What follows belongs to an exercise in optimizing a design on an open flow for small area and a short achievable clock period; a production flow would make more cautious choices.
RTL that was checked went through simulation tests only; none was proved equivalent to the original.
For run 1, only the layout was checked, not whether the RTL still works.
Power and IR drop assume default switching activity.

## design/flow/design.v

```verilog
`default_nettype none
package s4rf_pkg;
  localparam int MAX_REQUEST = 4096;
  localparam int POS_W       = $clog2(MAX_REQUEST + 1);
  localparam int HEADER_LEN  = 8;
  localparam int NUM_RULES   = 6;
  localparam int RULE_W      = 38;
  localparam logic [7:0] CMD_CONNECT = 8'd1;
  localparam logic [7:0] CMD_BIND    = 8'd2;
  localparam logic [7:0] REPLY_GRANT  = 8'd90;
  localparam logic [7:0] REPLY_REJECT = 8'd91;
  localparam int REPLY_BEATS = 8;
  localparam int BEAT_W      = $clog2(REPLY_BEATS);
  localparam int              CFG_IDX_W     = 3;
  localparam int              CFG_DATA_W    = RULE_W;
  localparam logic [CFG_IDX_W-1:0] CFG_BIND_PORT = 3'd0;
  localparam int              CFG_RULE_BASE = 1;
  typedef struct packed {
    logic        valid;
    logic        kind_bind;
    logic [3:0]  wild;
    logic [31:0] addr;
  } rule_t;
  typedef struct packed {
    logic        granted;
    logic        is4a;
    logic        is_bind;
    logic [15:0] port;
    logic [31:0] addr;
  } reply_t;
endpackage
`default_nettype wire
`default_nettype none
module socks4a_request_filter (
  input  wire logic        clk,
  input  wire logic        rst_n,
  input  wire logic        in_valid,
  output logic             in_ready,
  input  wire logic [7:0]  in_req_byte,
  input  wire logic        in_end_of_request,
  output logic             out_valid,
  input  wire logic        out_ready,
  output logic [7:0]       out_reply_byte,
  output logic             out_reply_final,
  output logic             out_granted,
  output logic             out_is_socks4a,
  output logic             out_is_bind,
  input  wire logic        cfg_valid,
  output logic             cfg_ready,
  input  wire logic [2:0]  cfg_index,
  input  wire logic [37:0] cfg_data
);
  logic [5:0]  rv;             
  logic [5:0]  rk;             
  logic [3:0]  rw [6];         
  logic [31:0] ra [6];         
  logic [15:0] bp;             
  logic        bpf;            
  logic [12:0] pos;
  logic        c1, c2;         
  logic [15:0] port;
  logic [31:0] addr;
  logic [1:0]  nul;
  logic        g7;             
  logic        rvld;
  logic [2:0]  beat;
  logic        rg, r4a, rb;
  logic [15:0] rport;
  logic [31:0] raddr;
  assign cfg_ready = 1'b1;
  always_ff @(posedge clk) begin
    if (cfg_valid && cfg_index == 3'd0) bp <= cfg_data[15:0];
    if (!rst_n) bpf <= 1'b0;
    else if (cfg_valid && cfg_index == 3'd0) bpf <= 1'b1;
  end
  for (genvar i = 0; i < 6; i++) begin : g_rule
    always_ff @(posedge clk) begin
      if (cfg_valid && cfg_index == 3'(i + 1)) begin
        rk[i] <= cfg_data[36];
        rw[i] <= cfg_data[35:32];
        ra[i] <= cfg_data[31:0];
      end
      if (!rst_n) rv[i] <= 1'b0;
      else if (cfg_valid && cfg_index == 3'(i + 1)) rv[i] <= cfg_data[37];
    end
  end
  logic hdr;                   
  logic over;                  
  logic is1, is2, is3, is4, is5, is6, is7, ge7;
  assign hdr  = (pos[12:3] == 10'd0);
  assign over = pos[12];
  assign is1 = hdr && pos[2:0] == 3'd1;
  assign is2 = hdr && pos[2:0] == 3'd2;
  assign is3 = hdr && pos[2:0] == 3'd3;
  assign is4 = hdr && pos[2:0] == 3'd4;
  assign is5 = hdr && pos[2:0] == 3'd5;
  assign is6 = hdr && pos[2:0] == 3'd6;
  assign is7 = hdr && pos[2:0] == 3'd7;
  assign ge7 = !hdr || pos[2:0] == 3'd7;
  logic last, out_take, out_last, in_take, in_end, reply_ok, load;
  assign last      = (beat == 3'd7);
  assign out_take  = rvld && out_ready;
  assign out_last  = out_take && last;
  assign in_ready  = !rvld || out_last || !in_end_of_request;
  assign in_take   = in_valid && in_ready;
  assign in_end    = in_take && in_end_of_request;
  assign reply_ok  = ge7 && (c1 || c2);
  assign load      = in_end && reply_ok;
  always_ff @(posedge clk) begin
    if (is1) begin
      c1 <= (in_req_byte == 8'd1);
      c2 <= (in_req_byte == 8'd2);
    end
    if (is2) port[15:8]  <= in_req_byte;
    if (is3) port[7:0]   <= in_req_byte;
    if (is4) addr[31:24] <= in_req_byte;
    if (is5) addr[23:16] <= in_req_byte;
    if (is6) addr[15:8]  <= in_req_byte;
    if (is7) addr[7:0]   <= in_req_byte;
  end
  logic nul_byte;
  assign nul_byte = (in_req_byte == 8'd0) && !hdr && !over;
  always_ff @(posedge clk) begin
    if (!rst_n || in_end) begin
      pos <= '0;
      nul <= '0;
    end else if (in_take) begin
      if (!over) pos <= pos + 13'd1;
      if (nul_byte && nul != 2'd2) nul <= nul + 2'd1;
    end
  end
  logic [5:0] part, hit;
  logic       none, g_in;
  for (genvar i = 0; i < 6; i++) begin : g_match
    assign part[i] = rv[i] && (rk[i] ? c2 : c1) &&
                     (rw[i][0] || ra[i][31:24] == addr[31:24]) &&
                     (rw[i][1] || ra[i][23:16] == addr[23:16]) &&
                     (rw[i][2] || ra[i][15:8]  == addr[15:8]);
    assign hit[i]  = part[i] && (rw[i][3] || ra[i][7:0] == in_req_byte);
  end
  assign none = !(|rv);
  assign g_in = (|hit) || none;
  always_ff @(posedge clk) begin
    if (is7) g7 <= g_in;
  end
  logic rep_en;
  assign rep_en = !rvld || out_last;
  always_ff @(posedge clk) begin
    if (rep_en) begin
      rg    <= is7 ? g_in : g7;
      r4a   <= (nul == 2'd2) || (nul == 2'd1 && nul_byte);
      rb    <= c2;
      rport <= c2 ? (bpf ? bp : 16'd0) : port;
      raddr <= {addr[31:8], is7 ? in_req_byte : addr[7:0]};
    end
  end
  always_ff @(posedge clk) begin
    if (!rst_n) begin
      rvld <= 1'b0;
      beat <= '0;
    end else begin
      rvld <= load || (rvld && !out_last);
      if (out_take) beat <= beat + 3'd1;
    end
  end
  always_comb begin
    case (beat)
      3'd0:    out_reply_byte = 8'd0;
      3'd1:    out_reply_byte = {7'b0101101, !rg};
      3'd2:    out_reply_byte = rport[15:8];
      3'd3:    out_reply_byte = rport[7:0];
      3'd4:    out_reply_byte = rb ? 8'd0 : raddr[31:24];
      3'd5:    out_reply_byte = rb ? 8'd0 : raddr[23:16];
      3'd6:    out_reply_byte = rb ? 8'd0 : raddr[15:8];
      default: out_reply_byte = rb ? 8'd0 : raddr[7:0];
    endcase
  end
  assign out_valid       = rvld;
  assign out_reply_final = last;
  assign out_granted     = rg;
  assign out_is_socks4a  = r4a;
  assign out_is_bind     = rb;
endmodule
`default_nettype wire
```

## design/flow/run.sh

```bash
#!/bin/bash
# synth_recipe.tcl (not shown) runs the flow's synth.tcl, then flattens the netlist and writes it again
# the make line also repeats each setting of config.mk as NAME=value (left out here)
make -C /OpenROAD-flow-scripts/flow DESIGN_CONFIG=/design/flow/config.mk WORK_HOME=/design/flow/orfs CLKGATE_MAP_FILE= SYNTH_SCRIPT=/design/flow/synth_recipe.tcl finish
```

## design/flow/config.mk

```make
export PLATFORM = sky130hd
export DESIGN_NAME = socks4a_request_filter
export DESIGN_NICKNAME = socks4a_request_filter
export VERILOG_FILES = /design/flow/design.v
export SDC_FILE = /design/flow/constraint.sdc
export NUM_CORES = 4
export LEC_CHECK = 0
export CAP_MARGIN = 20
export CORE_MARGIN = 2
export CORE_UTILIZATION = 40
export PLACE_DENSITY = 0.6
export SLEW_MARGIN = 20
```

## design/flow/constraint.sdc

```tcl
create_clock -name core_clock -period 4.5 [get_ports {clk}]
set_input_delay 0.9000 -clock core_clock [delete_from_list [all_inputs] [get_ports {clk}]]
set_output_delay 0.9000 -clock core_clock [all_outputs]
set_load 0.01 [all_outputs]
```

==> results of run 1 <==
[per-stage QoR]
stage | utilization | setup slack (ps) | hold slack [ps]
global route | 0.475 | 188 | 485
global placement | 0.437 | 856 | 445
floorplan | - | 337 | 421
CTS | 0.474 | 182 | 467
detailed placement | 0.437 | 718 | 453
finish | 0.475 | 354 | 463
[sequential cells by signal, indices dropped and copies added (netlist names), 2 cells and up]
signal	flops
ra	192
raddr	32
bp	16
rv	6
addr	32
beat	3
port	16
rk	6
pos	13
rport	16
nul	2
rw	24
[cells in the mapped netlist, types with 14 or more instances]
cell type and number:
ha_1 14, inv_1 27, edfxtp_1 331, nand2_1 35, a21oi_1 37, o21ai_0 21, clkbuf_1 20, buf_2 18
xor2_1 189, nor4_1 50, nor2_1 35, dfxtp_1 35
[path summary, 6_finish.rpt]
check        startpoint                 to  slack [ps]  cells after the start
max reg2reg    addr[25]                 rg        1730                      7
min             addr[0]            addr[0]         460                      1
min reg2reg     addr[0]            addr[0]         460                      1
max             beat[2]  out_reply_byte[0]         350                      7
[layer usage]
metal	global-route usage	routed length, µm	vias up
met5	0	0	-
met4	0.0463	766	0
met3	0.0242	1580	46
met2	0.281	15200	210
met1	0.249	15500	3845
li1	-	-	3656
[power by group]
group	total (mW)	switching [mW]	internal (mW)
logic	0.282	0.171	0.111
registers	3.86	0.0565	3.81
clock network	3.38	1.27	2.11
[timing repair]
item | in CTS | in global routing
hold buffers | 0 | 0
resized for setup | 0 | 1
setup endpoints to repair | 0 | 1
[worst max-delay path, delay by kind of cell (launching register included)]
kind / cells / cell delay (ps)
simple gates: 2 / 940
buf+inv: 2 / 670
flops: 1 / 520
fa+ha+maj: 1 / 310
compound gates: 2 / 280
[final cells by class]
| cell class | count | area share |
|---|---|---|
| clock buffers | 53 | 0.0635 |
| clock inverters | 15 | 0.0151 |
| inverters | 27 | 0.00586 |
| multi-input cells | 511 | 0.219 |
| flip-flops and latches | 366 | 0.616 |
| well taps | 468 | 0.0339 |
| repair buffers | 87 | 0.0476 |
[cells by family after synthesis]
logic type | count (synthesis)
buffers and inverters | 73
other | 1
AND/OR/NAND/NOR | 175
XOR/XNOR | 201
AO/OA/AOI/OAI | 109
adder cells (fa/ha/maj) | 14
flip-flops | 366
multiplexers | 11
==> results.py, run 1 <==
metrics = {
    "power": {
        "total_power_mw": 7.52,
        "p_leak_nw": 5.93,
        "pwr_density_cell_mw_per_mm2": 435,
        "peakVddDrop_mv": 0.270,
    },
    "yosys": {
        "yosys.area_share.xor_xnor": 0.120,
        "synth_top_area_frac": 0.676,
        "synthAdderAreaFrac": 0.0119,
        "ys_types": 48,
        "synthTopCellsByArea": "edfxtp_1 68%, xor2_1 11%, dfxtp_1 4.8%, nor4_1 2.1%, a21oi_1 1.3%",
        "synth_top_family_by_area": "XOR/XNOR gates",
        "synth_edf_count": 331,
        "synth_compound_area_frac": 0.0480,
        "syn_area_per_cell_um2": 15.5,
        "synth_ff_type": "edfxtp_1",
        "synthCells": 950,
        "muxShareOfSynthArea": 0.00816,
        "synth_simple_gate_area_frac": 0.0651,
        "ys_ff_latch": 366,
        "synth_largest_area_cell": "edfxtp_1",
        "seq_area_frac_synth": 0.723,
        "syn-cell-area_mm2": 0.0147,
        "synth_warnings": 3,
        "synth-async-reset-ratio": 0,
        "syn_nets": 1019,
    },
    "critical_path": {
        "end_kind": "output pin",
        "worstPathMaxFanout": 18,
        "crit_required_ps": 3600,
        "cp_slowest_cell": "clkdlybuf4s50_1",
        "arrival_ps": 3250,
        "start_kind": "flip-flop",
        "worst_path_largest_cell_delay_ps": 570,
        "worst-setup-path-type": "reg2out",
        "cp_cell_sequence": "inv_1, ha_1, or4_1, nor2_1, a222oi_1, o21ai_0, clkdlybuf4s50_1",
    },
    "finish": {
        "drive_gt1_frac": 0.0888,
        "syn2layout_area_growth_pct": 17.5,
        "n_fill_cell": 3125,
        "antenna_cells": 0,
        "mostFrequentLayoutCell": "edfxtp_1",
        "final_cell_mix": "331 x edfxtp_1, 189 x xor2_1, 68 x clkdlybuf4s50_1, 50 x nor4_1, 39 x clkbuf_16",
        "regArea_mm2": 0.0106,
        "fin_area_mm2": 0.0173,
        "final_cell_count_no_fill": 1527,
        "multiInputGateArea_mm2": 0.00378,
        "final_nets": 1101,
    },
    "drt": {
        "via_per_inst": 5.08,
        "drc_errors": 0,
        "vias": 7757,
        "drt_iter0_markers": 700,
        "wl_mm": 33.1,
        "ant_nets": 0,
        "dr.pass1.iters": 5,
        "wl_per_cell_um": 21.7,
    },
    "grt": {
        "grt_antenna_before_repair": 0,
        "grt_start_max_net_pins": 52,
        "grt_pass1_vias": 7738,
        "grt_pass1_wl_mm": 49.2,
        "grt_use_total": 0.174,
        "grt.overflow.total": 0,
    },
    "sta": {
        "rsz0062_at_grt": "no",
        "finClkSkew_ps": 8.62,
        "worst_slew_pin_slew_ps": 929,
        "period_minus_slack_ps": 4150,
        "max_freq_ghz": 0.241,
        "hold_viol": 0,
        "setup_tns_ps": 0,
        "post-route-period-util": 0.921,
        "slew_viol_final": 0,
        "setup_viol": 0,
        "maxSlewHeadroom": 0.381,
    },
    "clocking": {
        "clock_sinks": 366,
        "cts_buffers": 39,
        "path_clk_slew_ps": 60,
        "post_cts_buffers": 0,
        "cts_tree": "done",
        "h-tree-depth": 2,
        "root_buffer": "clkbuf_16",
        "insertion_delay_ps": 520,
        "clock_path_buffers": 3,
    },
    "outcome": {
        "status": "complete, no violations",
    },
    "place": {
        "portBuffers": 68,
        "dp_cells": 1459,
        "gp_congestion": 0.835,
        "postPlaceCellArea_mm2": 0.0159,
        "place_hpwl_mm": 23.4,
    },
    "min_path": {
        "hold_class": "reg2reg",
    },
    "die": {
        "start_util": 0.404,
        "core_area_mm2": 0.0364,
        "pin_count": 70,
        "num_rows": 70,
        "fp.dieW_um": 196,
        "die_h_um": 196,
        "die-area_mm2": 0.0383,
    },
    "flow_run": {
        "cap_violations": 0,
    },
}
==> run 2: changes to the inputs <==
--- a/design/flow/design.v
+++ b/design/flow/design.v
@@ -65,2 +65,3 @@
   logic        rvld;
+  logic        last;           
   logic [2:0]  beat;
@@ -99,4 +100,3 @@
   assign ge7 = !hdr || pos[2:0] == 3'd7;
-  logic last, out_take, out_last, in_take, in_end, reply_ok, load;
-  assign last      = (beat == 3'd7);
+  logic out_take, out_last, in_take, in_end, reply_ok, load;
   assign out_take  = rvld && out_ready;
@@ -156,2 +156,15 @@
   end
+  logic [7:0] ob, nb;
+  always_comb begin
+    case (beat)
+      3'd7:    nb = 8'd0;
+      3'd0:    nb = {7'b0101101, !rg};
+      3'd1:    nb = rport[15:8];
+      3'd2:    nb = rport[7:0];
+      3'd3:    nb = rb ? 8'd0 : raddr[31:24];
+      3'd4:    nb = rb ? 8'd0 : raddr[23:16];
+      3'd5:    nb = rb ? 8'd0 : raddr[15:8];
+      default: nb = rb ? 8'd0 : raddr[7:0];
+    endcase
+  end
   always_ff @(posedge clk) begin
@@ -160,20 +173,15 @@
       beat <= '0;
+      last <= 1'b0;
+      ob   <= '0;
     end else begin
       rvld <= load || (rvld && !out_last);
-      if (out_take) beat <= beat + 3'd1;
+      if (out_take) begin
+        beat <= beat + 3'd1;
+        last <= (beat == 3'd6);
+        ob   <= nb;
+      end
     end
   end
-  always_comb begin
-    case (beat)
-      3'd0:    out_reply_byte = 8'd0;
-      3'd1:    out_reply_byte = {7'b0101101, !rg};
-      3'd2:    out_reply_byte = rport[15:8];
-      3'd3:    out_reply_byte = rport[7:0];
-      3'd4:    out_reply_byte = rb ? 8'd0 : raddr[31:24];
-      3'd5:    out_reply_byte = rb ? 8'd0 : raddr[23:16];
-      3'd6:    out_reply_byte = rb ? 8'd0 : raddr[15:8];
-      default: out_reply_byte = rb ? 8'd0 : raddr[7:0];
-    endcase
-  end
   assign out_valid       = rvld;
+  assign out_reply_byte  = ob;
   assign out_reply_final = last;
--- a/design/flow/config.mk
+++ b/design/flow/config.mk
@@ -9,4 +9,5 @@
 export CORE_MARGIN = 2
-export CORE_UTILIZATION = 40
-export PLACE_DENSITY = 0.6
+export CORE_UTILIZATION = 60
+export PLACE_DENSITY = 0.75
+export SETUP_SLACK_MARGIN = 2.0
 export SLEW_MARGIN = 20
==> results.py, run 2 <==
metrics = {
    "power": {
        "total_power_mw": 7.62,
        "p_switching_mw": 1.58,
        "clkPwrFrac": 0.439,
        "seq_power_share": 0.520,
        "peakVddDrop_mv": 0.321,
        "p_leak_nw": 6.21,
        "sw_frac_of_total": 0.207,
        "pwr_density_cell_mw_per_mm2": 432,
        "intPower_mw": 6.04,
        "p_comb_frac": 0.041,
    },
    "grt": {
        "grt_antenna_before_repair": 0,
        "grt_pass1_vias": 8293,
        "grt_use_total": 0.262,
        "grt_pass1_wl_mm": 50.3,
        "grt.overflow.total": 0,
        "grt_start_max_net_pins": 52,
    },
    "min_path": {
        "hold_class": "reg2reg",
        "holdPathStages": 1,
    },
    "drt": {
        "ant_nets": 0,
        "drt_iter0_markers": 891,
        "wl_per_cell_um": 23.7,
        "dr.pass1.iters": 7,
        "via_per_inst": 5.81,
        "wl_mm": 34.0,
        "vias": 8337,
        "drc_errors": 0,
    },
    "yosys": {
        "synth_warnings": 3,
        "synthTopCellsByArea": "edfxtp_1 66%, xor2_1 11%, dfxtp_1 5.9%, nor4_1 2.0%, nor2_1 1.3%",
        "synth_top_family_by_area": "XOR/XNOR gates",
        "seq_area_frac_synth": 0.723,
        "synthCells": 977,
        "ys_ff_latch": 375,
        "ys_types": 50,
        "synth-async-reset-ratio": 0,
        "synth_edf_count": 331,
        "synth_compound_area_frac": 0.0473,
        "yosys.area_share.xor_xnor": 0.119,
        "syn_area_per_cell_um2": 15.3,
        "synth_largest_area_cell": "edfxtp_1",
        "muxShareOfSynthArea": 0.00803,
        "syn_nets": 1046,
        "synth_top_area_frac": 0.664,
        "synth_simple_gate_area_frac": 0.0663,
        "syn-cell-area_mm2": 0.0150,
        "synth_ff_type": "edfxtp_1",
        "yosysMostFrequentCell": "edfxtp_1",
        "synthTopCellsByCount": "331 x edfxtp_1, 192 x xor2_1, 51 x nor2_1",
        "synthAdderAreaFrac": 0.0117,
    },
    "clocking": {
        "h-tree-depth": 2,
        "hold_buffers": 0,
        "clock_sinks": 375,
        "root_buffer": "clkbuf_16",
        "cts_tree": "done",
        "cts_buffers": 38,
        "path_clk_slew_ps": 70,
        "insertion_delay_ps": 520,
        "clock_path_buffers": 3,
    },
    "die": {
        "fp.dieW_um": 162,
        "pin_count": 70,
        "num_rows": 57,
        "start_util": 0.613,
        "die-area_mm2": 0.0262,
        "core_area_mm2": 0.0244,
        "die_h_um": 162,
    },
    "place": {
        "gp_congestion": 0.921,
        "portBuffers": 68,
        "place_hpwl_mm": 22.2,
        "postPlaceCellArea_mm2": 0.0160,
    },
    "finish": {
        "antenna_cells": 0,
        "largest_register": "ra",
        "fin_area_mm2": 0.0176,
        "syn2layout_area_growth_pct": 18.0,
        "final_nets": 1150,
        "drive_gt1_frac": 0.126,
        "final_cell_mix": "331 x edfxtp_1, 192 x xor2_1, 57 x clkdlybuf4s50_1, 46 x nor2_1",
        "mostFrequentLayoutCell": "edfxtp_1",
        "largest_reg_flops": 192,
        "reg_top3": "ra x192, addr x32, raddr x32",
        "utilization": 0.724,
    },
    "sta": {
        "post-route-period-util": 0.549,
        "maxSlewHeadroom": 0.393,
        "setup_viol": 0,
        "finClkSkew_ps": 14.6,
        "slew_viol_final": 0,
        "rsz0062_at_grt": "yes",
        "worst_slew_pin_slew_ps": 909,
        "max_freq_ghz": 0.405,
        "hold_viol": 0,
        "period_minus_slack_ps": 2470,
        "setup_tns_ps": 0,
    },
    "critical_path": {
        "worst_path_largest_cell_delay_ps": 520,
        "path_buf_inv": 1,
        "end_kind": "flip-flop",
        "critPathTopFamily": "simple AND/OR/NAND/NOR gates",
        "cp_cell_sequence": "buf_4, xor2_1, nor4_1, a21oi_1, nor4_1, nor4_1, a21oi_1",
        "rr_worst_depth": 7,
        "crit_top_cell": "nor4_1",
        "worst-setup-path-type": "reg2reg",
        "crit_required_ps": 4860,
        "worstPathMaxFanout": 4,
        "worst-path-stages": 7,
        "cp_slowest_cell": "edfxtp_1",
        "arrival_ps": 2830,
        "start_kind": "flip-flop",
    },
    "flow_run": {
        "cap_violations": 0,
    },
    "outcome": {
        "status": "complete, no violations",
    },
}
## run 2: cell count changes after synthesis, sizes merged, moves of 3 or more
cell     previous run  this run
nor2               35        51
a21oi              37        23
a22oi               0         3
a222oi              4         9
clkbuf             20        25
a211oi              3         6
nand4               5         2
or3                 3         0
a2111oi             0         4
dfxtp              35        44
a32o                8         0
## run 2: power groups by stage
stage | combinational [mW] | clock [mW] | sequential (mW)
final | 0.309 | 3.35 | 3.96
after floorplan | 0.153 | 0 | 4.01
after detailed placement | 0.288 | 0 | 4.04
after CTS | 0.305 | 3.37 | 3.96
after global placement | 0.282 | 0 | 4.03
after global routing | 0.333 | 3.52 | 3.97
## run 2: logic make-up after synthesis
family | Yosys count
fa+ha+maj | 14
buf+inv | 77
mux | 11
simple gates | 190
compound gates | 105
other cells | 1
xor+xnor | 204
flops | 375
## run 2: routing by layer
layer | part of all wire | vias up | GRT usage
li1 | - | 3791 | -
met1 | 0.42 | 4155 | 0.365
met2 | 0.48 | 332 | 0.429
met3 | 0.066 | 59 | 0.0462
met4 | 0.027 | 0 | 0.0800
met5 | 0 | - | 0
## run 2: layout make-up
| cell class | count | area, µm² |
|---|---|---|
| Clock inverter | 22 | 264 |
| Timing Repair Buffer | 114 | 1060 |
| Clock buffer | 48 | 1080 |
| Fill cell | 1557 | 6740 |
| Tap cell | 324 | 405 |
| Multi-Input combinational cell | 526 | 3920 |
| Sequential cell | 375 | 10800 |
| Inverter | 26 | 98.8 |
## run 2: worst paths after layout
kind	slack (ps)	from	to
setup / recovery	2030	addr[21]	rg
hold / removal	480	addr[5]	addr[5]
setup reg to reg	2030	addr[21]	rg
hold reg to reg	480	addr[5]	addr[5]
## run 2: per-stage QoR
stage / hold WS (ps) / std cells / setup WS, ps
final: 478 / 1435 / 2030
after global routing: 499 / 1435 / 1930
after CTS: 477 / 1418 / 1950
after detailed placement: 456 / 1332 / 970
after global placement: 446 / 1332 / 1040
after floorplan: 421 / 977 / 1860
## run 2: what timing repair did
action                     4_1_cts  5_1_grt
setup buffers                   16       16
pin swaps                        8       10
setup endpoints to repair       31       91
resized for setup               29       21
gates cloned                     0        1
==> run 3: changes to the inputs <==
--- a/design/flow/config.mk
+++ b/design/flow/config.mk
@@ -9,4 +9,4 @@
 export CORE_MARGIN = 2
-export CORE_UTILIZATION = 60
-export PLACE_DENSITY = 0.75
+export CORE_UTILIZATION = 40
+export PLACE_DENSITY = 0.6
 export SETUP_SLACK_MARGIN = 2.0
==> results.py, run 3 <==
metrics = {
    "yosys": {
        "syn_nets": 1046,
        "synth_warnings": 3,
        "synth_top_area_frac": 0.664,
        "seq_area_frac_synth": 0.723,
        "ys_ff_latch": 375,
        "syn-cell-area_mm2": 0.0150,
        "synth_edf_count": 331,
        "yosysMostFrequentCell": "edfxtp_1",
        "synthTopCellsByArea": "edfxtp_1 66%, xor2_1 11%, dfxtp_1 5.9%, nor4_1 2.0%, nor2_1 1.3%",
        "synthCells": 977,
        "ys_types": 50,
        "synthTopCellsByCount": "331 x edfxtp_1, 192 x xor2_1, 51 x nor2_1",
        "synth_largest_area_cell": "edfxtp_1",
        "synth-async-reset-ratio": 0,
        "synth_ff_type": "edfxtp_1",
        "syn_area_per_cell_um2": 15.3,
    },
    "place": {
        "postPlaceCellArea_mm2": 0.0161,
        "place_hpwl_mm": 23.7,
        "portBuffers": 68,
        "gp_congestion": 0.795,
    },
    "finish": {
        "mostFrequentLayoutCell": "edfxtp_1",
        "largest_register": "ra",
        "utilization": 0.488,
        "multiInputGateArea_mm2": 0.00394,
        "final_cell_mix": "331 x edfxtp_1, 192 x xor2_1, 57 x clkdlybuf4s50_1, 55 x buf_4, 46 x nor2_1",
        "syn2layout_area_growth_pct": 19.7,
        "largest_reg_flops": 192,
        "regArea_mm2": 0.0108,
        "n_fill_cell": 3140,
        "reg_top3": "ra x192, addr x32, raddr x32",
        "fin_area_mm2": 0.0179,
        "final_nets": 1164,
        "drive_gt1_frac": 0.132,
    },
    "drt": {
        "ant_nets": 0,
        "wl_mm": 34.9,
        "drc_errors": 0,
        "wl_per_cell_um": 21.9,
        "dr.pass1.iters": 9,
        "vias": 8086,
        "via_per_inst": 5.07,
        "drt_iter0_markers": 610,
    },
    "die": {
        "die-area_mm2": 0.0390,
        "core_area_mm2": 0.0367,
        "pin_count": 70,
        "start_util": 0.408,
        "fp.dieW_um": 197,
        "die_h_um": 197,
        "num_rows": 70,
    },
    "clocking": {
        "root_buffer": "clkbuf_16",
        "insertion_delay_ps": 550,
        "path_clk_slew_ps": 70,
        "cts_tree": "done",
        "h-tree-depth": 2,
        "clock_path_buffers": 3,
        "cts_buffers": 40,
        "clock_sinks": 375,
    },
    "sta": {
        "rsz0062_at_grt": "yes",
        "maxSlewHeadroom": 0.359,
        "setup_tns_ps": 0,
        "setup_viol": 0,
        "max_freq_ghz": 0.414,
        "finClkSkew_ps": 19.8,
        "post-route-period-util": 0.537,
        "slew_viol_final": 0,
        "period_minus_slack_ps": 2420,
        "worst_slew_pin_slew_ps": 960,
        "hold_viol": 0,
        "hold_slack_ps": 467,
    },
    "critical_path": {
        "worst-setup-path-type": "reg2reg",
        "arrival_ps": 2800,
        "worstPathMaxFanout": 7,
        "end_kind": "flip-flop",
        "start_kind": "flip-flop",
        "crit_required_ps": 4880,
    },
    "power": {
        "p_leak_nw": 6.25,
        "peakVddDrop_mv": 0.285,
        "pwr_density_cell_mw_per_mm2": 422,
    },
    "grt": {
        "grt_start_max_net_pins": 37,
        "grt.overflow.total": 0,
        "grt_use_total": 0.182,
        "grt_antenna_before_repair": 0,
        "grt_pass1_wl_mm": 51.8,
        "grt_pass1_vias": 8054,
    },
    "flow_run": {
        "cap_violations": 0,
    },
    "min_path": {
        "hold_class": "reg2reg",
    },
    "outcome": {
        "status": "complete, no violations",
    },
}
## run 3: cell counts after synthesis
No cell type changed its count.
## run 3: path summary, 6_finish.rpt
path                  from       to  slack, ps  depth (start not counted)
setup / recovery  addr[29]       rg       2080                          7
hold / removal     addr[1]  addr[1]        470                          1
setup reg to reg  addr[29]       rg       2080                          7
hold reg to reg    addr[1]  addr[1]        470                          1
## run 3: repair_timing
| item | 4_1_cts | 5_1_grt |
|---|---|---|
| resized for setup | 30 | 15 |
| pin swaps | 5 | 7 |
| gates cloned | 1 | 0 |
| setup buffers | 12 | 30 |
| setup endpoints to repair | 31 | 80 |
| endpoints found under the hold margin | 0 | 0 |
| hold buffers | 0 | 0 |
## run 3: cell type report
| class | count | share of cell area |
|---|---|---|
| antenna | 1 | 0.000140 |
| clock buffer | 51 | 0.0611 |
| clock inverter | 22 | 0.0131 |
| inverter | 26 | 0.00545 |
| multi-input combinational | 526 | 0.220 |
| sequential | 375 | 0.604 |
| tap | 468 | 0.0327 |
| timing repair buffer | 126 | 0.0629 |
## run 3: logic make-up after synthesis
group / count (synthesis) / synth area share
other cells: 1 / 0.000251
fa+ha+maj: 14 / 0.0117
xor+xnor: 204 / 0.119
simple gates: 190 / 0.0663
flops: 375 / 0.723
buf+inv: 77 / 0.0238
mux: 11 / 0.00803
compound gates: 105 / 0.0473
## run 3: where the power goes
| part | total, mW | switching [mW] | internal, mW |
|---|---|---|---|
| Clock | 3.29 | 1.37 | 1.92 |
| Sequential | 3.95 | 0.0509 | 3.90 |
| Combinational | 0.313 | 0.190 | 0.123 |
| Total | 7.56 | 1.61 | 5.95 |
## run 3: per-layer routing
metal | GRT usage | vias up | share of wire
met5 | 0 | - | 0
met4 | 0.0590 | 0 | 0.026
met3 | 0.0254 | 56 | 0.045
li1 | - | 3811 | -
met1 | 0.251 | 4012 | 0.45
met2 | 0.299 | 207 | 0.48
## run 3: stage by stage
stage | power (mW) | worst slack [ps] | std cells
final | 7.56 | 2080 | 1595
after global routing | 7.80 | 1910 | 1594
after CTS | 7.61 | 1950 | 1564
after detailed placement | 4.33 | 1090 | 1478
after global placement | 4.32 | 1110 | 1478
after floorplan | 4.16 | 1860 | 977
## run 3: critical path: stages, from the launching register on
cell	delay, ps
edfxtp_1	550
xor2_1	230
nor4_2	350
a41o_1	350
o2111ai_1	140
nor4_1	360
nor4_1	100
a21oi_1	170
==> run 4: changes to the inputs <==
--- a/design/flow/design.v
+++ b/design/flow/design.v
@@ -131,10 +131,10 @@
   end
-  logic [5:0] part, hit;
+  logic [5:0] part, part_nx, hit;
   logic       none, g_in;
   for (genvar i = 0; i < 6; i++) begin : g_match
-    assign part[i] = rv[i] && (rk[i] ? c2 : c1) &&
-                     (rw[i][0] || ra[i][31:24] == addr[31:24]) &&
-                     (rw[i][1] || ra[i][23:16] == addr[23:16]) &&
-                     (rw[i][2] || ra[i][15:8]  == addr[15:8]);
-    assign hit[i]  = part[i] && (rw[i][3] || ra[i][7:0] == in_req_byte);
+    assign part_nx[i] = rv[i] && (rk[i] ? c2 : c1) &&
+                        (rw[i][0] || ra[i][31:24] == addr[31:24]) &&
+                        (rw[i][1] || ra[i][23:16] == addr[23:16]) &&
+                        (rw[i][2] || ra[i][15:8]  == in_req_byte);
+    assign hit[i]     = part[i] && (rw[i][3] || ra[i][7:0] == in_req_byte);
   end
@@ -142,2 +142,5 @@
   assign g_in = (|hit) || none;
+  always_ff @(posedge clk) begin
+    if (is6) part <= part_nx;
+  end
   always_ff @(posedge clk) begin
--- a/design/flow/config.mk
+++ b/design/flow/config.mk
@@ -10,2 +10,5 @@
 export CORE_UTILIZATION = 40
+export CTS_BUF_LIST = sky130_fd_sc_hd__clkbuf_8
+export CTS_CLUSTER_DIAMETER = 50
+export CTS_CLUSTER_SIZE = 16
 export PLACE_DENSITY = 0.6
==> results.py, run 4 <==
metrics = {
    "outcome": {
        "status": "complete, no violations",
    },
    "die": {
        "core_area_mm2": 0.0375,
        "num_rows": 71,
        "start_util": 0.404,
        "fp.dieW_um": 199,
        "pin_count": 70,
        "die-area_mm2": 0.0394,
        "die_h_um": 199,
    },
    "critical_path": {
        "critPathTopFamily": "buffers and inverters",
        "cp_slowest_cell": "clkdlybuf4s50_1",
        "worst-setup-path-type": "reg2out",
        "cp_cell_sequence": "clkdlybuf4s50_1",
        "start_kind": "flip-flop",
        "arrival_ps": 1540,
        "end_kind": "output pin",
        "crit_required_ps": 3600,
        "worstPathMaxFanout": 3,
        "worst_path_largest_cell_delay_ps": 570,
        "path_buf_inv": 1,
    },
    "yosys": {
        "synthCells": 982,
        "synth_largest_area_cell": "edfxtp_1",
        "synth-async-reset-ratio": 0,
        "synth_top_area_frac": 0.668,
        "synth_edf_count": 337,
        "synth_warnings": 3,
        "ys_ff_latch": 381,
        "ys_types": 52,
        "syn_nets": 1051,
        "seq_area_frac_synth": 0.727,
        "syn_area_per_cell_um2": 15.4,
        "synth_ff_type": "edfxtp_1",
        "yosysMostFrequentCell": "edfxtp_1",
        "synthTopCellsByArea": "edfxtp_1 67%, xor2_1 11%, dfxtp_1 5.8%, nor4_1 2.1%, nor2_1 1.3%",
        "synthTopCellsByCount": "337 x edfxtp_1, 187 x xor2_1, 53 x nor2_1",
        "syn-cell-area_mm2": 0.0151,
    },
    "drt": {
        "dr.pass1.iters": 6,
        "wl_per_cell_um": 21.4,
        "via_per_inst": 5.02,
        "vias": 8047,
        "drt_iter0_markers": 703,
        "drc_errors": 0,
        "ant_nets": 0,
        "wl_mm": 34.3,
    },
    "power": {
        "peakVddDrop_mv": 0.161,
        "sw_frac_of_total": 0.229,
        "clkPwrFrac": 0.365,
        "p_leak_nw": 5.98,
        "pwr_density_cell_mw_per_mm2": 390,
        "p_switching_mw": 1.56,
        "p_comb_frac": 0.047,
        "intPower_mw": 5.25,
        "seq_power_share": 0.588,
        "total_power_mw": 6.81,
    },
    "clocking": {
        "path_clk_slew_ps": 100,
        "clock_sinks": 381,
        "cts_tree": "done",
        "cts_buffers": 39,
        "clock_path_buffers": 3,
        "hold_buffers": 0,
        "root_buffer": "clkbuf_8",
        "h-tree-depth": 2,
        "insertion_delay_ps": 580,
    },
    "grt": {
        "grt_start_max_net_pins": 52,
        "grt_antenna_before_repair": 0,
        "grt_use_total": 0.179,
        "grt_pass1_vias": 8109,
        "grt_pass1_wl_mm": 51.7,
        "grt.overflow.total": 0,
    },
    "sta": {
        "setup_tns_ps": 0,
        "worst_slew_pin_slew_ps": 981,
        "maxSlewHeadroom": 0.346,
        "hold_viol": 0,
        "rsz0062_at_grt": "yes",
        "period_minus_slack_ps": 2440,
        "slew_viol_final": 0,
        "post-route-period-util": 0.542,
        "max_freq_ghz": 0.410,
        "finClkSkew_ps": 25.1,
        "setup_viol": 0,
    },
    "place": {
        "gp_congestion": 0.771,
        "place_hpwl_mm": 22.8,
        "postPlaceCellArea_mm2": 0.0164,
        "portBuffers": 68,
    },
    "finish": {
        "largest_register": "ra",
        "syn2layout_area_growth_pct": 15.1,
        "final_nets": 1132,
        "mostFrequentLayoutCell": "edfxtp_1",
        "n_fill_cell": 3291,
        "antenna_cells": 0,
        "reg_top3": "ra x192, addr x32, raddr x32",
        "fin_area_mm2": 0.0174,
        "drive_gt1_frac": 0.105,
        "largest_reg_flops": 192,
        "final_cell_mix": "337 x edfxtp_1, 187 x xor2_1, 57 x clkdlybuf4s50_1, 49 x nor4_1, 48 x nor2_1",
    },
    "min_path": {
        "hold_class": "reg2reg",
    },
    "flow_run": {
        "cap_violations": 0,
    },
}
==> run 4: cell types whose count changed after synthesis, moves of 4 or more <==
cell	delta
clkbuf_1	+7
a21boi_0	-6
buf_2	-6
edfxtp_1	+6
o21ai_0	-6
o21ai_1	+6
a21boi_1	+5
xnor2_1	+5
xor2_1	-5
o2111ai_1	-4
o211ai_1	+4
==> run 4: layout make-up <==
class	count	area, µm²	area share
Clock inverter	28	315	0.0181
Timing Repair Buffer	89	858	0.0492
Sequential cell	381	11000	0.631
Clock buffer	43	592	0.0339
Tap cell	511	639	0.0367
Inverter	28	109	0.00624
Multi-Input combinational cell	524	3920	0.225
==> run 4: timing repair <==
item | CTS | global route
buffers inserted | 2 | 1
hold endpoints to repair | 0 | 0
pin swaps | 2 | 2
gates resized for setup | 16 | 13
gates cloned | 1 | 0
endpoints found under the setup margin | 29 | 10
==> run 4: final timing paths <==
| kind | startpoint | endpoint | slack [ps] | cells after the start |
|---|---|---|---|---|
| max | last | out_reply_final | 2060 | 1 |
| min | addr[8] | raddr[8] | 420 | 0 |
| max reg2reg | beat[1] | ob[3] | 2100 | 7 |
| min reg2reg | addr[8] | raddr[8] | 420 | 0 |
==> run 4: power by group through the flow <==
stage	registers [mW]	clock network [mW]	logic [mW]
floorplan	4.06	0	0.168
global placement	4.08	0	0.319
detailed placement	4.08	0	0.321
CTS	4.00	2.56	0.324
global route	4.01	2.69	0.350
finish	4.00	2.49	0.321
==> run 4: logic make-up (layout without fill, tap and decap cells) <==
group,Yosys count,count (layout),share of synthesized area
buffers and inverters,78,188,0.0213
AND/OR/NAND/NOR,183,184,0.0629
multiplexers,11,11,0.00826
adder cells (fa/ha/maj),14,14,0.0116
other,1,1,0.000248
flip-flops,381,381,0.727
AO/OA/AOI/OAI,110,110,0.0512
XOR/XNOR,204,204,0.118
==> run 4: routing by layer <==
layer  vias to the layer above  wire length, µm  track usage
li1                       3771                -            -
met3                        58             1630       0.0276
met2                       212            16100        0.287
met5                         -                0            0
met1                      4006            15600        0.251
met4                         0              955       0.0583
==> run 4: stage by stage <==
stage | utilization | setup WS, ps | instances | hold WS (ps)
after detailed placement | 0.439 | 1180 | 1529 | 406
after global routing | 0.465 | 1980 | 1604 | 415
after floorplan | - | 1860 | 982 | 400
after CTS | 0.464 | 1930 | 1603 | 416
final | 0.465 | 2060 | 1604 | 416
after global placement | 0.439 | 1220 | 1529 | 401
==> run 5: changes to the inputs <==
==> design/flow/flow/run.sh (new file) <==
#!/bin/bash
# The standard layout (the standard.sh: standard synthesis, floorplan,
# placement, CTS, routing), with one change: the port buffers that global
# placement inserts on every input and output are sky130_fd_sc_hd__buf_2
# instead of the delay-buffer cell that buffer_ports picks on its own.
set -uo pipefail
bash standard.sh "BUFFER_PORTS_ARGS=-buffer_cell sky130_fd_sc_hd__buf_2" finish > standard.log 2>&1
==> design/flow/standard.sh (new file) <==
#!/bin/bash
# synth_recipe.tcl (not shown) runs the flow's synth.tcl, then flattens the netlist and writes it again
# the make line also repeats each setting of config.mk as NAME=value (left out here)
make -C /OpenROAD-flow-scripts/flow DESIGN_CONFIG=/design/flow/config.mk WORK_HOME=/design/flow/orfs CLKGATE_MAP_FILE= SYNTH_SCRIPT=/design/flow/synth_recipe.tcl "${@:-finish}"
--- a/design/flow/config.mk
+++ b/design/flow/config.mk
@@ -10,7 +10,4 @@
 export CORE_UTILIZATION = 40
-export CTS_BUF_LIST = sky130_fd_sc_hd__clkbuf_8
-export CTS_CLUSTER_DIAMETER = 50
-export CTS_CLUSTER_SIZE = 16
 export PLACE_DENSITY = 0.6
-export SETUP_SLACK_MARGIN = 2.0
+export SETUP_SLACK_MARGIN = 2.3
 export SLEW_MARGIN = 20
removed: design/flow/run.sh
==> results.py, run 5 <==
metrics = {
    "power": {
        "pwr_density_cell_mw_per_mm2": 429,
        "peakVddDrop_mv": 0.228,
        "p_leak_nw": 6.12,
        "total_power_mw": 7.50,
    },
    "yosys": {
        "synthCells": 982,
        "syn_area_per_cell_um2": 15.4,
        "syn-cell-area_mm2": 0.0151,
        "synth_ff_type": "edfxtp_1",
        "seq_area_frac_synth": 0.727,
        "synth_top_area_frac": 0.668,
        "synthTopCellsByCount": "337 x edfxtp_1, 187 x xor2_1, 53 x nor2_1",
        "ys_types": 52,
        "synth_warnings": 3,
        "ys_ff_latch": 381,
        "synth_edf_count": 337,
        "yosysMostFrequentCell": "edfxtp_1",
        "synth_largest_area_cell": "edfxtp_1",
        "syn_nets": 1051,
        "synth-async-reset-ratio": 0,
        "synthTopCellsByArea": "edfxtp_1 67%, xor2_1 11%, dfxtp_1 5.8%, nor4_1 2.1%, nor2_1 1.3%",
    },
    "clocking": {
        "root_buffer": "clkbuf_16",
        "cts_tree": "done",
        "clock_path_buffers": 3,
        "clock_sinks": 381,
        "cts_buffers": 41,
        "insertion_delay_ps": 530,
        "path_clk_slew_ps": 60,
        "h-tree-depth": 2,
    },
    "min_path": {
        "min_from": "addr[13]",
        "hold_path_end": "raddr[13]",
        "holdPathStages": 0,
        "hold_class": "reg2reg",
    },
    "finish": {
        "largest_reg_flops": 192,
        "final_nets": 1125,
        "mostFrequentLayoutCell": "edfxtp_1",
        "regArea_mm2": 0.0110,
        "final_cell_mix": "337 x edfxtp_1, 187 x xor2_1, 59 x buf_2, 50 x nor4_1, 48 x nor2_1",
        "drive_gt1_frac": 0.157,
        "n_fill_cell": 3297,
        "fin_area_mm2": 0.0175,
        "multiInputGateArea_mm2": 0.00396,
        "largest_register": "ra",
        "reg_top3": "ra x192, addr x32, raddr x32",
        "syn2layout_area_growth_pct": 15.5,
    },
    "die": {
        "pin_count": 70,
        "start_util": 0.404,
        "die_h_um": 199,
        "core_area_mm2": 0.0375,
        "fp.dieW_um": 199,
        "die-area_mm2": 0.0394,
        "num_rows": 71,
    },
    "grt": {
        "grt_pass1_wl_mm": 51.4,
        "grt_start_max_net_pins": 52,
        "grt.overflow.total": 0,
        "grt_use_total": 0.179,
        "grt_antenna_before_repair": 1,
        "grt_pass1_vias": 8177,
    },
    "sta": {
        "rsz0062_at_grt": "yes",
        "post-route-period-util": 0.494,
        "setup_viol": 0,
        "period_minus_slack_ps": 2220,
        "hold_viol": 0,
        "maxSlewHeadroom": 0.288,
        "setup_tns_ps": 0,
        "worst_slack_ps": 2280,
        "slew_viol_final": 0,
        "finClkSkew_ps": 18.7,
        "max_freq_ghz": 0.450,
        "worst_slew_pin_slew_ps": 1070,
    },
    "critical_path": {
        "ff2ff_setup_slack_ps": 2380,
        "cp_cell_sequence": "buf_2, nand2b_2, nor2_4, buf_4",
        "arrival_ps": 2460,
        "r2r-start": "beat[0]",
        "end_kind": "flip-flop",
        "worstPathMaxFanout": 30,
        "worst-setup-path-type": "in2reg",
        "cp_slowest_cell": "nor2_4",
        "rr_worst_depth": 7,
        "crit_required_ps": 4740,
        "worst_path_largest_cell_delay_ps": 800,
        "start_kind": "input port",
        "timing.rr.end": "ob[7]",
    },
    "place": {
        "gp_congestion": 0.794,
        "place_hpwl_mm": 22.6,
        "portBuffers": 68,
        "pre_cts_ws_ps": 1690,
        "postPlaceCellArea_mm2": 0.0161,
    },
    "drt": {
        "drc_errors": 0,
        "drt_iter0_markers": 809,
        "ant_nets": 0,
        "via_per_inst": 5.03,
        "vias": 8053,
        "wl_mm": 34.4,
        "dr.pass1.iters": 8,
        "wl_per_cell_um": 21.5,
    },
    "flow_run": {
        "cap_violations": 0,
    },
    "outcome": {
        "status": "complete, no violations",
    },
}
==> run 5: cell counts after synthesis <==
No cell type changed its count.
==> run 5: cell families after synthesis <==
kind of cell | Yosys count | share of synthesized area
AND/OR/NAND/NOR | 183 | 0.0629
AO/OA/AOI/OAI | 110 | 0.0512
adder cells (fa/ha/maj) | 14 | 0.0116
XOR/XNOR | 204 | 0.118
buffers and inverters | 78 | 0.0213
other | 1 | 0.000248
flip-flops | 381 | 0.727
multiplexers | 11 | 0.00826
==> run 5: report_power, final <==
group | total, mW | leakage, nW | switching, mW | internal (mW)
clock | 3.20 | 0.627 | 1.32 | 1.88
combinational | 0.292 | 1.97 | 0.195 | 0.0975
sequential | 4.01 | 3.52 | 0.0552 | 3.95
total | 7.50 | 6.12 | 1.57 | 5.93
==> run 5: metal layers <==
metal  vias to the layer above  global-route usage  part of all wire
li1                       3766                   -                 -
met1                      4038               0.249              0.45
met2                       195               0.294              0.48
met3                        54              0.0264             0.048
met4                         0              0.0520             0.021
met5                         -                   0                 0
==> run 5: per-stage QoR <==
step,utilization,hold slack [ps],instances
4_1_cts,0.464,419,1595
5_1_grt,0.467,430,1599
6_report,0.467,417,1600
3_3_place_gp,0.428,400,1517
3_5_place_dp,0.428,405,1518
2_1_floorplan,-,400,982
==> run 5: worst max-delay path: cells and delay by family <==
family / cells / cell delay [ps]
AND/OR/NAND/NOR: 2 / 1090
buffers and inverters: 2 / 450
==> run 5: how the worst max path moves through the flow <==
stage / startpoint / cells after the start / slack, ps / endpoint
after floorplan: cfg_valid / 4 / 2120 / rv[3]
after global placement: cfg_index[2] / 4 / 1720 / ra[0][14]
after detailed placement: in_req_byte[7] / 5 / 1690 / part[4]
after CTS: out_ready / 4 / 2260 / in_ready
after global routing: cfg_index[2] / 4 / 2170 / ra[0][11]
final: cfg_index[2] / 4 / 2280 / ra[0][14]
==> run 5: timing repair <==
| item | CTS | global route |
|---|---|---|
| pin swaps | 4 | 5 |
| hold endpoints to repair | 0 | 0 |
| setup buffers | 2 | 3 |
| setup endpoints to repair | 35 | 53 |
| resized for setup | 13 | 18 |
| hold buffers | 0 | 0 |
==> run 5: layout make-up <==
type,count,share of cell area
multi-input cells,523,0.226
flip-flops and latches,381,0.629
inverters,28,0.00622
clock inverters,14,0.00594
diodes,1,0.000143
well taps,511,0.0365
repair buffers,81,0.0282
clock buffers,61,0.0677
==> run 6: changes to the inputs <==
--- a/design/flow/config.mk
+++ b/design/flow/config.mk
@@ -10,2 +10,5 @@
 export CORE_UTILIZATION = 40
+export CTS_BUF_LIST = sky130_fd_sc_hd__clkbuf_4
+export CTS_CLUSTER_DIAMETER = 40
+export CTS_CLUSTER_SIZE = 10
 export PLACE_DENSITY = 0.6
==> results.py, run 6 <==
metrics = {
    "outcome": {
        "status": "complete, no violations",
    },
    "clocking": {
        "path_clk_slew_ps": 100,
        "root_buffer": "clkbuf_4",
        "cts_tree": "done",
        "clock_path_buffers": 3,
        "insertion_delay_ps": 780,
        "clock_sinks": 381,
        "cts_buffers": 51,
        "h-tree-depth": 2,
    },
    "finish": {
        "largest_reg_flops": 192,
        "largest_register": "ra",
        "fin_area_mm2": 0.0170,
        "syn2layout_area_growth_pct": 12.0,
        "drive_gt1_frac": 0.192,
        "reg_top3": "ra x192, addr x32, raddr x32",
        "final_nets": 1138,
        "n_fill_cell": 3376,
        "final_cell_mix": "337 x edfxtp_1, 187 x xor2_1, 72 x clkbuf_4, 64 x buf_2",
        "mostFrequentLayoutCell": "edfxtp_1",
    },
    "drt": {
        "ant_nets": 0,
        "wl_per_cell_um": 21.3,
        "via_per_inst": 5.03,
        "dr.pass1.iters": 5,
        "wl_mm": 34.5,
        "drc_errors": 0,
        "drt_iter0_markers": 678,
        "vias": 8155,
    },
    "power": {
        "pwr_density_cell_mw_per_mm2": 375,
        "peakVddDrop_mv": 0.136,
        "p_leak_nw": 5.91,
    },
    "sta": {
        "worst_slew_pin_slew_ps": 1080,
        "slew_viol_final": 0,
        "maxSlewHeadroom": 0.281,
        "rsz0062_at_grt": "yes",
        "period_minus_slack_ps": 2330,
        "post-route-period-util": 0.519,
        "setup_viol": 0,
        "hold_viol": 0,
        "finClkSkew_ps": 53.3,
        "max_freq_ghz": 0.429,
        "setup_tns_ps": 0,
    },
    "yosys": {
        "seq_area_frac_synth": 0.727,
        "synth_ff_type": "edfxtp_1",
        "syn-cell-area_mm2": 0.0151,
        "synth_edf_count": 337,
        "synth_largest_area_cell": "edfxtp_1",
        "synth_top_area_frac": 0.668,
        "synthCells": 982,
        "ys_ff_latch": 381,
        "synthTopCellsByArea": "edfxtp_1 67%, xor2_1 11%, dfxtp_1 5.8%, nor4_1 2.1%, nor2_1 1.3%",
        "syn_nets": 1051,
        "ys_types": 52,
        "yosysMostFrequentCell": "edfxtp_1",
        "syn_area_per_cell_um2": 15.4,
        "synthTopCellsByCount": "337 x edfxtp_1, 187 x xor2_1, 53 x nor2_1",
        "synth-async-reset-ratio": 0,
        "synth_warnings": 3,
    },
    "critical_path": {
        "cp_slowest_cell": "dfxtp_2",
        "arrival_ps": 1430,
        "worst_path_largest_cell_delay_ps": 340,
        "worstPathMaxFanout": 2,
        "crit_required_ps": 3600,
        "start_kind": "flip-flop",
        "cp_cell_sequence": "a21boi_4, nand2_1, buf_2",
        "ff2ff_setup_slack_ps": 2370,
        "end_kind": "output pin",
        "worst-setup-path-type": "reg2out",
    },
    "grt": {
        "grt-busiest-layer": "met2",
        "grt_pass1_wl_mm": 51.4,
        "grt.overflow.total": 0,
        "grt_pass1_vias": 8180,
        "groute.layer.met3.usage": 0.0329,
        "globalRouteMet2Util": 0.292,
        "grt_use_total": 0.179,
        "grt_start_max_net_pins": 52,
        "grt_use_met1": 0.248,
        "grt_antenna_before_repair": 1,
    },
    "min_path": {
        "hold_class": "in2reg",
    },
    "die": {
        "die_h_um": 199,
        "num_rows": 71,
        "fp.dieW_um": 199,
        "core_area_mm2": 0.0375,
        "pin_count": 70,
        "die-area_mm2": 0.0394,
        "start_util": 0.404,
    },
    "place": {
        "place_hpwl_mm": 22.6,
        "portBuffers": 68,
        "gp_congestion": 0.794,
        "postPlaceCellArea_mm2": 0.0161,
    },
    "flow_run": {
        "cap_violations": 0,
    },
}
-- run 6: cell counts after synthesis --
No cell type changed its count.
-- run 6: what timing repair did --
action | 4_1_cts | 5_1_grt
hold buffers | 0 | 0
setup buffers | 5 | 3
cloned | 0 | 0
gates resized for setup | 16 | 21
pin swaps | 2 | 1
endpoints found under the setup margin | 30 | 21
-- run 6: path summary, 6_finish.rpt --
check                    start   endpoint  cells after the start
hold reg to reg       addr[12]  raddr[12]                      0
hold / removal    cfg_data[21]  ra[0][21]                      1
setup / recovery          rvld   in_ready                      3
setup reg to reg       beat[0]      ob[4]                      7
-- run 6: cells by family (layout without fill, tap and decap cells) --
logic type | count (synthesis) | after routing | share of synthesized area
XOR/XNOR | 204 | 204 | 0.118
AND/OR/NAND/NOR | 183 | 183 | 0.0629
buffers and inverters | 78 | 205 | 0.0213
flip-flops | 381 | 381 | 0.727
AO/OA/AOI/OAI | 110 | 110 | 0.0512
multiplexers | 11 | 11 | 0.00826
other | 1 | 3 | 0.000248
adder cells (fa/ha/maj) | 14 | 14 | 0.0116
-- run 6: area by class of cell --
cell class              count  area [µm²]  share of cell area
diodes                      2        5.00            0.000295
clock buffers              72         541              0.0319
clock inverters            21         164             0.00966
inverters                  28         109             0.00642
multi-input cells         523        3970               0.234
flip-flops and latches    381       11000               0.649
well taps                 511         639              0.0377
repair buffers             84         522              0.0308
-- run 6: power breakdown --
| part | switching (mW) | internal, mW |
|---|---|---|
| clock | 1.20 | 0.873 |
| combinational | 0.195 | 0.0956 |
| sequential | 0.0551 | 3.95 |
-- run 6: stage by stage --
stage	utilization	power (mW)	std cells	hold slack (ps)	setup WS [ps]
floorplan	-	4.23	982	400	2120
global placement	0.428	4.37	1517	400	1720
detailed placement	0.428	4.37	1518	405	1690
CTS	0.449	6.43	1616	307	2080
global route	0.452	6.60	1621	320	2040
finish	0.453	6.36	1622	384	2170
-- run 6: worst max-delay path, delay by kind of cell, from the launching register on --
family	cells	cell delay [ps]
AO/OA/AOI/OAI	1	160
buffers and inverters	1	130
flip-flops	1	340
AND/OR/NAND/NOR	1	60
-- run 6: per-layer routing --
layer  vias to the layer above  wire (µm)
met5                         -          0
met4                         0        742
met3                        62       1870
met2                       241      16500
met1                      4043      15400
li1                       3809          -
==> run 7: changes to the inputs <==
--- a/design/flow/config.mk
+++ b/design/flow/config.mk
@@ -10,5 +10,5 @@
 export CORE_UTILIZATION = 40
-export CTS_BUF_LIST = sky130_fd_sc_hd__clkbuf_4
-export CTS_CLUSTER_DIAMETER = 40
-export CTS_CLUSTER_SIZE = 10
+export CTS_BUF_LIST = sky130_fd_sc_hd__clkbuf_8
+export CTS_CLUSTER_DIAMETER = 50
+export CTS_CLUSTER_SIZE = 16
 export PLACE_DENSITY = 0.6
==> results.py, run 7 <==
metrics = {
    "sta": {
        "post-route-period-util": 0.493,
        "hold_slack_ps": 425,
        "setup_viol": 0,
        "setup_tns_ps": 0,
        "hold_viol": 0,
        "worst_slew_pin_slew_ps": 1040,
        "maxSlewHeadroom": 0.302,
        "finClkSkew_ps": 41.6,
        "period_minus_slack_ps": 2220,
        "worst_slack_ps": 2280,
        "max_freq_ghz": 0.451,
        "slew_viol_final": 0,
        "rsz0062_at_grt": "yes",
    },
    "yosys": {
        "synthTopCellsByArea": "edfxtp_1 67%, xor2_1 11%, dfxtp_1 5.8%, nor4_1 2.1%, nor2_1 1.3%",
        "syn_nets": 1051,
        "synth_largest_area_cell": "edfxtp_1",
        "synth_warnings": 3,
        "synthTopCellsByCount": "337 x edfxtp_1, 187 x xor2_1, 53 x nor2_1",
        "seq_area_frac_synth": 0.727,
        "synth_edf_count": 337,
        "syn-cell-area_mm2": 0.0151,
        "yosysMostFrequentCell": "edfxtp_1",
        "synthCells": 982,
        "ys_types": 52,
        "synth_ff_type": "edfxtp_1",
        "synth-async-reset-ratio": 0,
        "synth_top_area_frac": 0.668,
        "syn_area_per_cell_um2": 15.4,
        "ys_ff_latch": 381,
    },
    "drt": {
        "via_per_inst": 5.08,
        "ant_nets": 0,
        "wl_per_cell_um": 21.5,
        "vias": 8080,
        "dr.pass1.iters": 6,
        "drt_iter0_markers": 632,
        "wl_mm": 34.2,
        "drc_errors": 0,
    },
    "die": {
        "start_util": 0.404,
        "die_h_um": 199,
        "num_rows": 71,
        "core_area_mm2": 0.0375,
        "pin_count": 70,
        "fp.dieW_um": 199,
        "die-area_mm2": 0.0394,
    },
    "clocking": {
        "clock_sinks": 381,
        "insertion_delay_ps": 570,
        "cts_tree": "done",
        "h-tree-depth": 2,
        "hold_buffers": 0,
        "path_clk_slew_ps": 90,
        "root_buffer": "clkbuf_8",
        "clock_path_buffers": 3,
        "cts_buffers": 38,
    },
    "min_path": {
        "hold_class": "reg2reg",
        "min_from": "addr[13]",
        "holdPathStages": 0,
        "hold_path_end": "raddr[13]",
    },
    "finish": {
        "syn2layout_area_growth_pct": 13.0,
        "final_nets": 1121,
        "largest_reg_flops": 192,
        "largest_register": "ra",
        "reg_top3": "ra x192, addr x32, raddr x32",
        "utilization": 0.456,
        "mostFrequentLayoutCell": "edfxtp_1",
        "antenna_cells": 0,
        "drive_gt1_frac": 0.163,
        "final_cell_mix": "337 x edfxtp_1, 187 x xor2_1, 59 x buf_2, 50 x nor4_1, 48 x nor2_1",
    },
    "critical_path": {
        "worst_path_largest_cell_delay_ps": 140,
        "rr_worst_depth": 4,
        "cp_slowest_cell": "buf_2",
        "worst-setup-path-type": "in2out",
        "ff2ff_setup_slack_ps": 2350,
        "timing.rr.end": "part[4]",
        "r2r-start": "addr[31]",
        "arrival_ps": 1320,
        "end_kind": "output pin",
        "crit_required_ps": 3600,
        "worstPathMaxFanout": 3,
        "start_kind": "input port",
        "cp_cell_sequence": "buf_8, a21boi_4, nand2_1, buf_2",
    },
    "place": {
        "pre_cts_ws_ps": 1690,
        "portBuffers": 68,
        "place_hpwl_mm": 22.6,
        "gp_congestion": 0.794,
    },
    "power": {
        "clkPwrFrac": 0.370,
        "pwr_density_cell_mw_per_mm2": 398,
        "p_switching_mw": 1.53,
        "sw_frac_of_total": 0.225,
        "p_comb_frac": 0.043,
        "intPower_mw": 5.28,
        "seq_power_share": 0.588,
        "total_power_mw": 6.81,
        "p_leak_nw": 5.95,
        "peakVddDrop_mv": 0.199,
    },
    "grt": {
        "grt_pass1_vias": 8074,
        "grt_antenna_before_repair": 1,
        "grt_use_total": 0.177,
        "grt.overflow.total": 0,
        "grt_start_max_net_pins": 52,
        "grt_pass1_wl_mm": 50.9,
    },
    "flow_run": {
        "cap_violations": 0,
    },
    "outcome": {
        "status": "complete, no violations",
    },
}
-- run 7: timing repair --
item                                    in CTS  in global routing
pin swaps                                    4                  4
buffers inserted                             3                  1
gates cloned                                 0                  0
resized for setup                           12                 20
endpoints found under the setup margin      26                 34
-- run 7: power by group through the flow --
stage / logic, mW / registers [mW] / clock network (mW)
floorplan: 0.176 / 4.06 / 0
global placement: 0.284 / 4.08 / 0
detailed placement: 0.289 / 4.08 / 0
CTS: 0.293 / 4.00 / 2.57
global route: 0.321 / 4.01 / 2.70
finish: 0.292 / 4.00 / 2.52
-- run 7: logic make-up (layout without fill, tap and decap cells) --
kind of cell,Yosys count,count (layout),synth area share
compound gates,110,110,0.0512
xor+xnor,204,204,0.118
fa+ha+maj,14,14,0.0116
buf+inv,78,176,0.0213
flops,381,381,0.727
mux,11,11,0.00826
other cells,1,1,0.000248
simple gates,183,183,0.0629
-- run 7: how the worst max path moves through the flow --
| stage | from | end | slack (ps) | cells past startpoint |
|---|---|---|---|---|
| final | out_ready | in_ready | 2280 | 4 |
| after global routing | cfg_index[2] | ra[0][11] | 2190 | 4 |
| after CTS | out_ready | in_ready | 2260 | 4 |
| after detailed placement | in_req_byte[7] | part[4] | 1690 | 5 |
| after global placement | cfg_index[2] | ra[0][14] | 1720 | 4 |
| after floorplan | cfg_valid | rv[3] | 2120 | 4 |
-- run 7: area by class of cell --
cell class	count	area, µm²
multi-input combinational	523	3960
inverter	28	109
tap	511	639
clock inverter	28	355
sequential	381	11000
clock buffer	40	551
fill	3335	20400
timing repair buffer	80	485
-- run 7: metal layers --
layer	wire length, µm	track usage	vias to the layer above
li1	-	-	3736
met1	15300	0.249	4057
met2	16400	0.291	241
met3	1820	0.0256	46
met4	615	0.0415	0
met5	0	0	-
-- run 7: critical path, delay by kind of cell --
| family | cells | cell delay [ps] |
|---|---|---|
| buf+inv | 2 | 240 |
| compound gates | 1 | 120 |
| simple gates | 1 | 60 |
-- run 7: per-stage QoR --
stage,std cells,cell area [µm²]
global placement,1517,16000
floorplan,982,15300
finish,1591,17100
detailed placement,1518,16100
CTS,1589,17000
global route,1591,17100
==> run 8: changes to the inputs <==
==> design/flow/flow/run.sh (replaced) <==
#!/bin/bash
# The standard layout (the standard.sh: standard synthesis, floorplan,
# placement, CTS, routing), with two changes:
#  - the port buffers that global placement inserts on every input and output
#    are sky130_fd_sc_hd__buf_2 instead of the delay-buffer cell that
#    buffer_ports picks on its own;
#  - clock tree synthesis uses larger sink clusters and no dummy loads.
set -uo pipefail
bash standard.sh "BUFFER_PORTS_ARGS=-buffer_cell sky130_fd_sc_hd__buf_2" \
  "CTS_ARGS=-sink_clustering_enable -repair_clock_nets -dont_use_dummy_load -buf_list sky130_fd_sc_hd__clkbuf_8 -sink_clustering_size 16 -sink_clustering_max_diameter 50" \
  finish > standard.log 2>&1
--- a/design/flow/config.mk
+++ b/design/flow/config.mk
@@ -10,5 +10,2 @@
 export CORE_UTILIZATION = 40
-export CTS_BUF_LIST = sky130_fd_sc_hd__clkbuf_8
-export CTS_CLUSTER_DIAMETER = 50
-export CTS_CLUSTER_SIZE = 16
 export PLACE_DENSITY = 0.6
==> results.py, run 8 <==
metrics = {
    "finish": {
        "drive_gt1_frac": 0.148,
        "largest_reg_flops": 192,
        "antenna_cells": 0,
        "final_cell_count_no_fill": 1565,
        "mostFrequentLayoutCell": "edfxtp_1",
        "reg_top3": "ra x192, addr x32, raddr x32",
        "final_nets": 1125,
        "syn2layout_area_growth_pct": 10.7,
        "final_cell_mix": "337 x edfxtp_1, 187 x xor2_1, 59 x buf_2, 49 x nor4_1, 48 x nor2_1",
        "largest_register": "ra",
    },
    "sta": {
        "worst_slack_ps": 2280,
        "slew_viol_final": 0,
        "period_minus_slack_ps": 2220,
        "hold_viol": 0,
        "setup_viol": 0,
        "maxSlewHeadroom": 0.288,
        "setup_tns_ps": 0,
        "rsz0062_at_grt": "yes",
        "max_freq_ghz": 0.451,
        "worst_slew_pin_slew_ps": 1060,
        "post-route-period-util": 0.493,
        "finClkSkew_ps": 81.5,
    },
    "yosys": {
        "syn_area_per_cell_um2": 15.4,
        "ys_ff_latch": 381,
        "yosysMostFrequentCell": "edfxtp_1",
        "synthCells": 982,
        "synth_largest_area_cell": "edfxtp_1",
        "synth_ff_type": "edfxtp_1",
        "syn_nets": 1051,
        "synth_edf_count": 337,
        "synth-async-reset-ratio": 0,
        "seq_area_frac_synth": 0.727,
        "synth_warnings": 3,
        "synth_top_area_frac": 0.668,
        "synthTopCellsByArea": "edfxtp_1 67%, xor2_1 11%, dfxtp_1 5.8%, nor4_1 2.1%, nor2_1 1.3%",
        "syn-cell-area_mm2": 0.0151,
        "ys_types": 52,
        "synthTopCellsByCount": "337 x edfxtp_1, 187 x xor2_1, 53 x nor2_1",
    },
    "critical_path": {
        "end_kind": "output pin",
        "crit_required_ps": 3600,
        "cp_cell_sequence": "buf_8, a21boi_4, nand2_1, buf_2",
        "cp_slowest_cell": "buf_2",
        "ff2ff_setup_slack_ps": 2380,
        "start_kind": "input port",
        "worst_path_largest_cell_delay_ps": 130,
        "arrival_ps": 1320,
        "worst-setup-path-type": "in2out",
        "worstPathMaxFanout": 3,
    },
    "place": {
        "portBuffers": 68,
        "dp_cells": 1518,
        "place_hpwl_mm": 22.6,
        "gp_congestion": 0.794,
        "pre_cts_ws_ps": 1690,
    },
    "die": {
        "fp.dieW_um": 199,
        "core_area_mm2": 0.0375,
        "num_rows": 71,
        "start_util": 0.404,
        "die-area_mm2": 0.0394,
        "pin_count": 70,
        "die_h_um": 199,
    },
    "drt": {
        "wl_mm": 34.4,
        "wl_per_cell_um": 22.0,
        "ant_nets": 0,
        "drc_errors": 0,
        "drt_iter0_markers": 703,
        "vias": 8024,
        "dr.pass1.iters": 5,
        "via_per_inst": 5.13,
    },
    "grt": {
        "grt_start_max_net_pins": 52,
        "grt_antenna_before_repair": 1,
        "grt.overflow.total": 0,
        "grt_pass1_vias": 8028,
        "grt_use_total": 0.176,
        "grt_pass1_wl_mm": 50.7,
    },
    "power": {
        "p_leak_nw": 5.77,
        "peakVddDrop_mv": 0.173,
        "pwr_density_cell_mw_per_mm2": 365,
        "total_power_mw": 6.11,
    },
    "clocking": {
        "h-tree-depth": 2,
        "path_clk_slew_ps": 80,
        "clock_path_buffers": 3,
        "cts_tree": "done",
        "root_buffer": "clkbuf_8",
        "clock_sinks": 381,
        "cts_buffers": 38,
        "insertion_delay_ps": 570,
        "hold_buffers": 0,
    },
    "outcome": {
        "status": "complete, no violations",
    },
    "min_path": {
        "hold_class": "reg2reg",
    },
    "flow_run": {
        "cap_violations": 0,
    },
}
[run 8: cell counts after synthesis]
Identical to the previous run, type by type.
[run 8: power breakdown]
part,total (mW),switching [mW],internal (mW)
combinational,0.295,0.197,0.0979
sequential,4.00,0.0552,3.95
clock,1.81,1.06,0.754
total,6.11,1.31,4.80
[run 8: worst paths after layout]
kind             start         to  cells after the start
max          out_ready   in_ready                      4
min           addr[14]  raddr[14]                      0
max reg2reg    beat[0]      ob[7]                      7
min reg2reg   addr[14]  raddr[14]                      0
[run 8: per-layer routing]
layer | GRT usage | wire length (µm)
met4 | 0.0434 | 624
met1 | 0.248 | 15500
met2 | 0.290 | 16500
met3 | 0.0256 | 1790
met5 | 0 | 0
[run 8: critical path, delay by kind of cell]
kind	cells	cell delay (ps)
buffers and inverters	2	230
AOI/OAI and AO/OA	1	120
and+or+nand+nor	1	60
[run 8: per-stage QoR]
stage	hold WS (ps)	cell area, µm²	utilization
6_report	425	16800	0.447
5_1_grt	434	16800	0.447
4_1_cts	424	16600	0.444
3_5_place_dp	405	16100	0.428
3_3_place_gp	400	16000	0.428
2_1_floorplan	400	15300	-
[run 8: what timing repair did]
item,CTS,global route
gates resized for setup,11,24
endpoints found under the setup margin,25,42
buffers inserted,2,3
pin swaps,4,5
cloned,1,2
[run 8: layout make-up]
| cell class | instances | area, µm² |
|---|---|---|
| repair buffers | 81 | 497 |
| fillers | 3369 | 20700 |
| flip-flops and latches | 381 | 11000 |
| well taps | 511 | 639 |
| inverters | 28 | 109 |
| multi-input cells | 526 | 3980 |
| clock buffers | 38 | 523 |
[run 8: logic make-up after synthesis]
logic type,Yosys count,synth area share
buffers and inverters,78,0.0213
DFF,381,0.727
muxes,11,0.00826
adders and majority gates,14,0.0116
xor gates and xnor gates,204,0.118
AOI/OAI and AO/OA,110,0.0512
other,1,0.000248
and+or+nand+nor,183,0.0629

re-timing with driven ports:
Ports are ideal in the flow. The routed layouts listed here were re-timed in OpenROAD.
Step 1: set_driving_cell puts a clkbuf_16 on clk and a buf_2 on each other input, an assumption about the parent block.
Step 2 also shifts input and output timing later by t, the mid clock arrival at the registers, as if the neighbouring blocks saw the same clock.
Slacks: ideal ports / drivers / drivers and shift; pairs: ideal ports / drivers.
run	shift t [ns]	setup WS [ns]	worst data-port slew with drivers (ns)
run 1	0.564	0.354 / 0.302 / 0.866	0.07
run 2	0.571	2.030 / 2.030 / 1.529	0.05
run 3	0.584	2.082 / 2.043 / 1.530	0.07
run 4	0.613	2.060 / 2.012 / 1.473	0.05
run 5	0.579	2.279 / 2.250 / 1.727	0.06
run 6	0.802	2.166 / 2.120 / 1.706	0.05
run 7	0.599	2.280 / 2.240 / 1.723	0.06
run 8	0.582	2.281 / 2.241 / 1.836	0.07
After both steps every run listed still meets setup and hold. For run 4, which loses most, drivers alone change the setup slack by -0.048 ns; drivers and shift together by -0.587 ns.
